This is an optimization exercise on Yosys and OpenROAD, whose aim is small area and a short achievable clock period, not a production implementation. At most, simulation tests tie the RTL to the original design; equivalence was not proved. Power and IR drop assume default switching activity.

==> module int64_to_fp64, before the edit <==
module int64_to_fp64 #(
    parameter int TAG_W = 4
) (
    input  logic                 clk,
    input  logic                 load,
    input  logic [63:0]          in_data,
    input  logic [TAG_W-1:0]     in_tag,
    output logic [63:0]          q_word,
    output logic                 q_sticky,
    output logic [TAG_W-1:0]     q_tag
);
    logic        s;
    logic [63:0] x;
    logic [63:0] d;
    logic [5:0]  lzd;
    logic [63:0] xs [0:6];
    logic        low_nz;
    logic        is_zero;
    logic        pow2neg;
    logic [10:0] exp_v;
    logic [63:0] nxt_word;
    assign x = in_data;
    assign s = x[63];
    assign d[0] = 1'b1;
    assign d[63:1] = x[63:1] ^ x[62:0];
    lzc64 u_lzc (.v(d), .cnt(lzd));
    assign xs[0] = x;
    for (genvar j = 0; j < 6; j++) begin : g_sh
        localparam int D = 1 << (5 - j);
        assign xs[j+1] = lzd[5-j] ? {xs[j][63-D:0], {D{1'b0}}} : xs[j];
    end
    assign low_nz  = |xs[6][9:0];
    assign is_zero = (x == 64'd0);
    assign pow2neg = s && !(|(~x[63:1] & x[62:0]));
    assign exp_v   = 11'd1085 - 11'(lzd) + 11'(pow2neg);
    assign nxt_word = {s, exp_v & {11{!is_zero}}, xs[6][61:10]};
    always_ff @(posedge clk) begin
        if (load) begin
            q_word    <= nxt_word;
            q_sticky  <= low_nz;
            q_tag     <= in_tag;
        end
    end
endmodule
==> flow/config.mk <==
export PLATFORM = sky130hd
export DESIGN_NAME = fpcvt_top
export DESIGN_NICKNAME = fpcvt_top
export VERILOG_FILES = /design/flow/design.v
export SDC_FILE = /design/flow/constraint.sdc
export NUM_CORES = 4
export LEC_CHECK = 0
export ABC_AREA = 1
export CAP_MARGIN = 20
export CORE_MARGIN = 2
export CORE_UTILIZATION = 40
export SETUP_SLACK_MARGIN = 2.7
export SLEW_MARGIN = 20
==> flow/constraint.sdc <==
create_clock -name core_clock -period 7.0 [get_ports {clk}]
set_input_delay 1.4000 -clock core_clock [delete_from_list [all_inputs] [get_ports {clk}]]
set_output_delay 1.4000 -clock core_clock [all_outputs]
set_load 0.01 [all_outputs]
standard.sh (not shown) runs the stock make flow with config.mk's settings and CLKGATE_MAP_FILE= SYNTH_SCRIPT=/design/flow/synth_recipe.tcl, a recipe that flattens the netlist after the stock synthesis.
==> flow/flow/run.sh <==
#!/bin/bash
# The standard layout, with the port buffers made as buf_1 cells instead of
# the buffer_ports default (a slow delay cell on this platform).
set -euo pipefail
export BUFFER_PORTS_ARGS="-buffer_cell sky130_fd_sc_hd__buf_1"
bash standard.sh > flow_standard.log 2>&1
==> next run, changes <==
--- a/flow/design.v
+++ b/flow/design.v
@@ -93,5 +93,5 @@
     logic        is_zero;
     logic        pow2neg;
-    logic [10:0] exp_v;
+    logic [10:0] exp_v, exp_n, exp_p;
     logic [63:0] nxt_word;
     assign x = in_data;
@@ -107,6 +107,8 @@
     assign low_nz  = |xs[6][9:0];
     assign is_zero = (x == 64'd0);
-    assign pow2neg = s && !(|(~x[63:1] & x[62:0]));
-    assign exp_v   = 11'd1085 - 11'(lzd) + 11'(pow2neg);
+    assign pow2neg = s && !(|(d[63:1] & ~x[63:1]));
+    assign exp_n = (lzd[5] ? (lzd[4] ? (lzd[3] ? (lzd[2] ? (lzd[1] ? (lzd[0] ? 11'd1022 : 11'd1023) : (lzd[0] ? 11'd1024 : 11'd1025)) : (lzd[1] ? (lzd[0] ? 11'd1026 : 11'd1027) : (lzd[0] ? 11'd1028 : 11'd1029))) : (lzd[2] ? (lzd[1] ? (lzd[0] ? 11'd1030 : 11'd1031) : (lzd[0] ? 11'd1032 : 11'd1033)) : (lzd[1] ? (lzd[0] ? 11'd1034 : 11'd1035) : (lzd[0] ? 11'd1036 : 11'd1037)))) : (lzd[3] ? (lzd[2] ? (lzd[1] ? (lzd[0] ? 11'd1038 : 11'd1039) : (lzd[0] ? 11'd1040 : 11'd1041)) : (lzd[1] ? (lzd[0] ? 11'd1042 : 11'd1043) : (lzd[0] ? 11'd1044 : 11'd1045))) : (lzd[2] ? (lzd[1] ? (lzd[0] ? 11'd1046 : 11'd1047) : (lzd[0] ? 11'd1048 : 11'd1049)) : (lzd[1] ? (lzd[0] ? 11'd1050 : 11'd1051) : (lzd[0] ? 11'd1052 : 11'd1053))))) : (lzd[4] ? (lzd[3] ? (lzd[2] ? (lzd[1] ? (lzd[0] ? 11'd1054 : 11'd1055) : (lzd[0] ? 11'd1056 : 11'd1057)) : (lzd[1] ? (lzd[0] ? 11'd1058 : 11'd1059) : (lzd[0] ? 11'd1060 : 11'd1061))) : (lzd[2] ? (lzd[1] ? (lzd[0] ? 11'd1062 : 11'd1063) : (lzd[0] ? 11'd1064 : 11'd1065)) : (lzd[1] ? (lzd[0] ? 11'd1066 : 11'd1067) : (lzd[0] ? 11'd1068 : 11'd1069)))) : (lzd[3] ? (lzd[2] ? (lzd[1] ? (lzd[0] ? 11'd1070 : 11'd1071) : (lzd[0] ? 11'd1072 : 11'd1073)) : (lzd[1] ? (lzd[0] ? 11'd1074 : 11'd1075) : (lzd[0] ? 11'd1076 : 11'd1077))) : (lzd[2] ? (lzd[1] ? (lzd[0] ? 11'd1078 : 11'd1079) : (lzd[0] ? 11'd1080 : 11'd1081)) : (lzd[1] ? (lzd[0] ? 11'd1082 : 11'd1083) : (lzd[0] ? 11'd1084 : 11'd1085))))));
+    assign exp_p = (lzd[5] ? (lzd[4] ? (lzd[3] ? (lzd[2] ? (lzd[1] ? (lzd[0] ? 11'd1023 : 11'd1024) : (lzd[0] ? 11'd1025 : 11'd1026)) : (lzd[1] ? (lzd[0] ? 11'd1027 : 11'd1028) : (lzd[0] ? 11'd1029 : 11'd1030))) : (lzd[2] ? (lzd[1] ? (lzd[0] ? 11'd1031 : 11'd1032) : (lzd[0] ? 11'd1033 : 11'd1034)) : (lzd[1] ? (lzd[0] ? 11'd1035 : 11'd1036) : (lzd[0] ? 11'd1037 : 11'd1038)))) : (lzd[3] ? (lzd[2] ? (lzd[1] ? (lzd[0] ? 11'd1039 : 11'd1040) : (lzd[0] ? 11'd1041 : 11'd1042)) : (lzd[1] ? (lzd[0] ? 11'd1043 : 11'd1044) : (lzd[0] ? 11'd1045 : 11'd1046))) : (lzd[2] ? (lzd[1] ? (lzd[0] ? 11'd1047 : 11'd1048) : (lzd[0] ? 11'd1049 : 11'd1050)) : (lzd[1] ? (lzd[0] ? 11'd1051 : 11'd1052) : (lzd[0] ? 11'd1053 : 11'd1054))))) : (lzd[4] ? (lzd[3] ? (lzd[2] ? (lzd[1] ? (lzd[0] ? 11'd1055 : 11'd1056) : (lzd[0] ? 11'd1057 : 11'd1058)) : (lzd[1] ? (lzd[0] ? 11'd1059 : 11'd1060) : (lzd[0] ? 11'd1061 : 11'd1062))) : (lzd[2] ? (lzd[1] ? (lzd[0] ? 11'd1063 : 11'd1064) : (lzd[0] ? 11'd1065 : 11'd1066)) : (lzd[1] ? (lzd[0] ? 11'd1067 : 11'd1068) : (lzd[0] ? 11'd1069 : 11'd1070)))) : (lzd[3] ? (lzd[2] ? (lzd[1] ? (lzd[0] ? 11'd1071 : 11'd1072) : (lzd[0] ? 11'd1073 : 11'd1074)) : (lzd[1] ? (lzd[0] ? 11'd1075 : 11'd1076) : (lzd[0] ? 11'd1077 : 11'd1078))) : (lzd[2] ? (lzd[1] ? (lzd[0] ? 11'd1079 : 11'd1080) : (lzd[0] ? 11'd1081 : 11'd1082)) : (lzd[1] ? (lzd[0] ? 11'd1083 : 11'd1084) : (lzd[0] ? 11'd1085 : 11'd1086))))));
+    assign exp_v = pow2neg ? exp_p : exp_n;
     assign nxt_word = {s, exp_v & {11{!is_zero}}, xs[6][61:10]};
     always_ff @(posedge clk) begin
The new run passed the timing, design-rule and antenna checks.
Setup slack gets better by 28 ps.
Global-route usage falls by 1.2 points.
Final cell count rose by 0.79%.
Non-clock buffer count fell by 16.
Total power hardly moves.
Combinational power stays flat.

========
== run a ==
RTL: one of the versions met above, not the one the previous note started from.
For scale: ~2900 cells after synthesis, roughly 140 flip-flops, about 220 I/O pins.
==> module fp64_to_int64, before the edit <==
module fp64_to_int64 #(
    parameter int TAG_W = 4
) (
    input  logic                          clk,
    input  logic                          load,
    input  logic [63:0]                   in_data,
    input  logic [TAG_W-1:0]              in_tag,
    output logic [63:0]                   q_word,
    output logic                          q_sign,
    output logic [fpcvt_pkg::FLAG_W-1:0]  q_flags,
    output logic [TAG_W-1:0]              q_tag
);
    logic        s;
    logic [10:0] e;
    logic [51:0] m;
    logic        m_nz;
    logic        is_nan, in_rng, shifted, sat, exact_min, below_one, at_one;
    logic [5:0]  amt;
    logic [64:0] sh [0:6];
    logic [6:0]  st;
    logic        inexact_n;
    logic [63:0] nxt_word;
    logic [fpcvt_pkg::FLAG_W-1:0] nxt_flags;
    assign s = in_data[63];
    assign e = in_data[62:52];
    assign m = in_data[51:0];
    assign m_nz = |m;
    assign is_nan    = (e == 11'h7ff) && m_nz;
    assign in_rng    = e[10] && (e[9:6] == 4'd0);
    assign shifted   = in_rng && (e[5:1] != 5'h1f);
    assign sat       = e[10] && !shifted && !is_nan;
    assign exact_min = (e == 11'd1086) && s && !m_nz;
    assign below_one = !e[10] && (e[9:0] != 10'h3ff);
    assign at_one    = !e[10] && (e[9:0] == 10'h3ff);
    assign amt   = ~e[5:0];
    assign sh[0] = {1'b1, m, 12'd0};
    assign st[0] = 1'b0;
    for (genvar j = 0; j < 6; j++) begin : g_sh
        localparam int D = 1 << (5 - j);
        assign sh[j+1] = amt[5-j] ? {{D{1'b0}}, sh[j][64:D]} : sh[j];
        assign st[j+1] = st[j] | (amt[5-j] & (|sh[j][D-1:0]));
    end
    assign inexact_n = st[6];
    always_comb begin
        nxt_word = '0;
        if (shifted) nxt_word = sh[6][63:0];
        if (at_one)  nxt_word[0] = 1'b1;
        if (sat)     nxt_word = s ? 64'h8000_0000_0000_0000 : 64'h7fff_ffff_ffff_ffff;
    end
    always_comb begin
        nxt_flags = '0;
        nxt_flags[fpcvt_pkg::FLAG_INVALID]  = is_nan;
        nxt_flags[fpcvt_pkg::FLAG_OVERFLOW] = sat && !exact_min;
        nxt_flags[fpcvt_pkg::FLAG_INEXACT]  = (below_one && ((e != 11'd0) || m_nz))
                                            || (at_one && m_nz)
                                            || (shifted && inexact_n);
    end
    always_ff @(posedge clk) begin
        if (load) begin
            q_word  <= nxt_word;
            q_sign  <= s;
            q_flags <= nxt_flags;
            q_tag   <= in_tag;
        end
    end
endmodule
==> module result_arbiter, before the edit <==
module result_arbiter #(
    parameter int TAG_W = 4
) (
    input  logic                         clk,
    input  logic                         rst,
    input  logic                         f2i_valid,
    output logic                         f2i_ready,
    input  logic                         i2f_valid,
    output logic                         i2f_ready,
    output logic                         load0,
    output logic                         load1,
    input  logic [63:0]                  word0,
    input  logic                         sign0,
    input  logic [fpcvt_pkg::FLAG_W-1:0] flags0,
    input  logic [TAG_W-1:0]             tag0,
    input  logic [63:0]                  word1,
    input  logic                         sticky1,
    input  logic [TAG_W-1:0]             tag1,
    output logic                         res_valid,
    input  logic                         res_ready,
    output logic [63:0]                  res_data,
    output logic [fpcvt_pkg::FLAG_W-1:0] res_flags,
    output logic [TAG_W-1:0]             res_tag,
    output logic                         res_src
);
    logic held0, held1, prio, grant1;
    logic n_held0, n_held1, n_prio;
    logic take0, take1, xfer;
    logic [63:0] below0, below1;
    logic [63:0] r0, r1;
    assign res_valid = held0 | held1;
    assign res_src   = grant1;
    assign take0     = res_ready & !grant1;
    assign take1     = res_ready & grant1;
    assign f2i_ready = !held0 | take0;
    assign i2f_ready = !held1 | take1;
    assign load0     = f2i_valid & f2i_ready;
    assign load1     = i2f_valid & i2f_ready;
    assign xfer      = res_valid & res_ready;
    always_comb begin
        n_held0 = load0 | (held0 & !take0);
        n_held1 = load1 | (held1 & !take1);
        n_prio  = xfer ? !grant1 : prio;
        if (rst) begin
            n_held0 = 1'b0;
            n_held1 = 1'b0;
            n_prio  = 1'b0;
        end
    end
    always_ff @(posedge clk) begin
        held0  <= n_held0;
        held1  <= n_held1;
        prio   <= n_prio;
        grant1 <= n_held1 & (!n_held0 | n_prio);
    end
    function automatic [63:0] below_of;
        input [63:0] v;
        input        st;
        logic [63:0] p;
        p = {v[62:0], st};
        for (int l = 0; l < 6; l++) begin
            for (int i = 0; i < 64; i++) begin
                if ((i >> l) & 1)
                    p[i] = p[i] | p[((i >> l) << l) - 1];
            end
        end
        below_of = p;
    endfunction
    assign below0 = below_of(word0, 1'b0);
    assign below1 = below_of({12'd0, word1[51:0]}, sticky1);
    assign r0 = word0 ^ ({64{sign0}} & below0);
    assign r1 = {word1[63:52], word1[51:0] ^ ({52{word1[63]}} & below1[51:0])};
    assign res_data  = grant1 ? r1 : r0;
    assign res_flags = grant1 ? {2'b00, sticky1} : flags0;
    assign res_tag   = grant1 ? tag1 : tag0;
endmodule
==> flow/config.mk <==
export PLATFORM = sky130hd
export DESIGN_NAME = fpcvt_top
export DESIGN_NICKNAME = fpcvt_top
export VERILOG_FILES = /design/flow/design.v
export SDC_FILE = /design/flow/constraint.sdc
export NUM_CORES = 4
export LEC_CHECK = 0
export ABC_AREA = 1
export CAP_MARGIN = 20
export CORE_MARGIN = 2
export CORE_UTILIZATION = 46
export SETUP_SLACK_MARGIN = 2.7
export SLEW_MARGIN = 20
==> flow/constraint.sdc <==
create_clock -name core_clock -period 7.0 [get_ports {clk}]
set_input_delay 1.4000 -clock core_clock [delete_from_list [all_inputs] [get_ports {clk}]]
set_output_delay 1.4000 -clock core_clock [all_outputs]
set_load 0.01 [all_outputs]
Scripts as last shown in full above: flow/flow/run.sh
--- input diff run a..run b ---
--- a/flow/design.v
+++ b/flow/design.v
@@ -29,4 +29,5 @@
     logic        inexact_n;
     logic [63:0] nxt_word;
+    logic [63:0] dsh;
     logic [fpcvt_pkg::FLAG_W-1:0] nxt_flags;
     assign s = in_data[63];
@@ -51,8 +52,19 @@
     assign inexact_n = st[6];
     always_comb begin
-        nxt_word = '0;
-        if (shifted) nxt_word = sh[6][63:0];
-        if (at_one)  nxt_word[0] = 1'b1;
-        if (sat)     nxt_word = s ? 64'h8000_0000_0000_0000 : 64'h7fff_ffff_ffff_ffff;
+        logic [63:0] p;
+        p = {sh[6][62:0], 1'b0};
+        for (int l = 0; l < 6; l++) begin
+            for (int i = 0; i < 64; i++) begin
+                if ((i >> l) & 1)
+                    p[i] = p[i] | p[((i >> l) << l) - 1];
+            end
+        end
+        dsh = sh[6][63:0] ^ ({64{s}} & ~p);
+    end
+    always_comb begin
+        nxt_word = {64{s}};
+        if (shifted) nxt_word = dsh;
+        if (at_one)  nxt_word = {63'd0, !s};
+        if (sat)     nxt_word = 64'h7fff_ffff_ffff_ffff;
     end
     always_comb begin
@@ -182,5 +194,5 @@
     logic n_held0, n_held1, n_prio;
     logic take0, take1, xfer;
-    logic [63:0] below0, below1;
+    logic [63:0] below1;
     logic [63:0] r0, r1;
     assign res_valid = held0 | held1;
@@ -222,7 +234,6 @@
         below_of = p;
     endfunction
-    assign below0 = below_of(word0, 1'b0);
     assign below1 = below_of({12'd0, word1[51:0]}, sticky1);
-    assign r0 = word0 ^ ({64{sign0}} & below0);
+    assign r0 = word0 ^ {64{sign0}};
     assign r1 = {word1[63:52], word1[51:0] ^ ({52{word1[63]}} & below1[51:0])};
     assign res_data  = grant1 ? r1 : r0;
Results
- Run b | stages: all done | timing, DRC, antenna: all pass
- Of run b and run a, it is run b that has the lower adder-cell share of the synthesized area.
- A worst setup path endpoint of res_data[48] is what run b shows, while res_data[49] belongs to run a.
- Looking at highest metal layer used by the detailed router, the met5 result is from run b; the met4 one comes from run a.
- Horizontal extent of the die: run b > run a
- Compared with run a, run b shows share of power burned in the clock network lower by 2.0 points.
- Post-synthesis xor/xnor area fraction, run a and run b: smaller value in run a
- Routed metal-1 wirelength (lower): run b
- Delta(core utilization, run b - run a) > 0
- Comparing run a and run b, via-per-instance ratio is higher on run b.
Only the layout flow was run in run b; the RTL was not checked for function there.

[separate check: timing with driven ports]
Ports are ideal in the flow. The routed layouts listed here were re-timed in OpenROAD. Step 1 assumes that a clkbuf_16 drives the clock port and a buf_2 every other input. Step 2, shift: input delay + t, output delay - t, t = (earliest + latest rising clock arrival at the registers) / 2. This alone moves slack from input paths to output paths. a / b / c = ideal ports / drivers / drivers and shift; a / b = the first two.
| run | t, ns | slack for setup (ns) | worst setup path after step 2 | worst data-port slew with drivers (ns) | cell pins on the clock port's net |
|---|---|---|---|---|---|
| the first run of note 1 | 0.485 | 2.748 / 2.699 / 2.356 | input to register | 0.08 | 1 |
| the second run of note 1 | 0.483 | 2.776 / 2.720 / 2.410 | input to register | 0.04 | 1 |
| run a | 0.481 | 2.738 / 2.690 / 2.407 | input to register | 0.04 | 1 |
| run b | 0.499 | 2.472 / 2.421 / 2.298 | input to register | 0.06 | 1 |
After both steps every run listed still meets setup and hold. The setup slack of the first run of note 1, which loses most, moves by -0.049 ns with the drivers and by -0.392 ns with both steps.
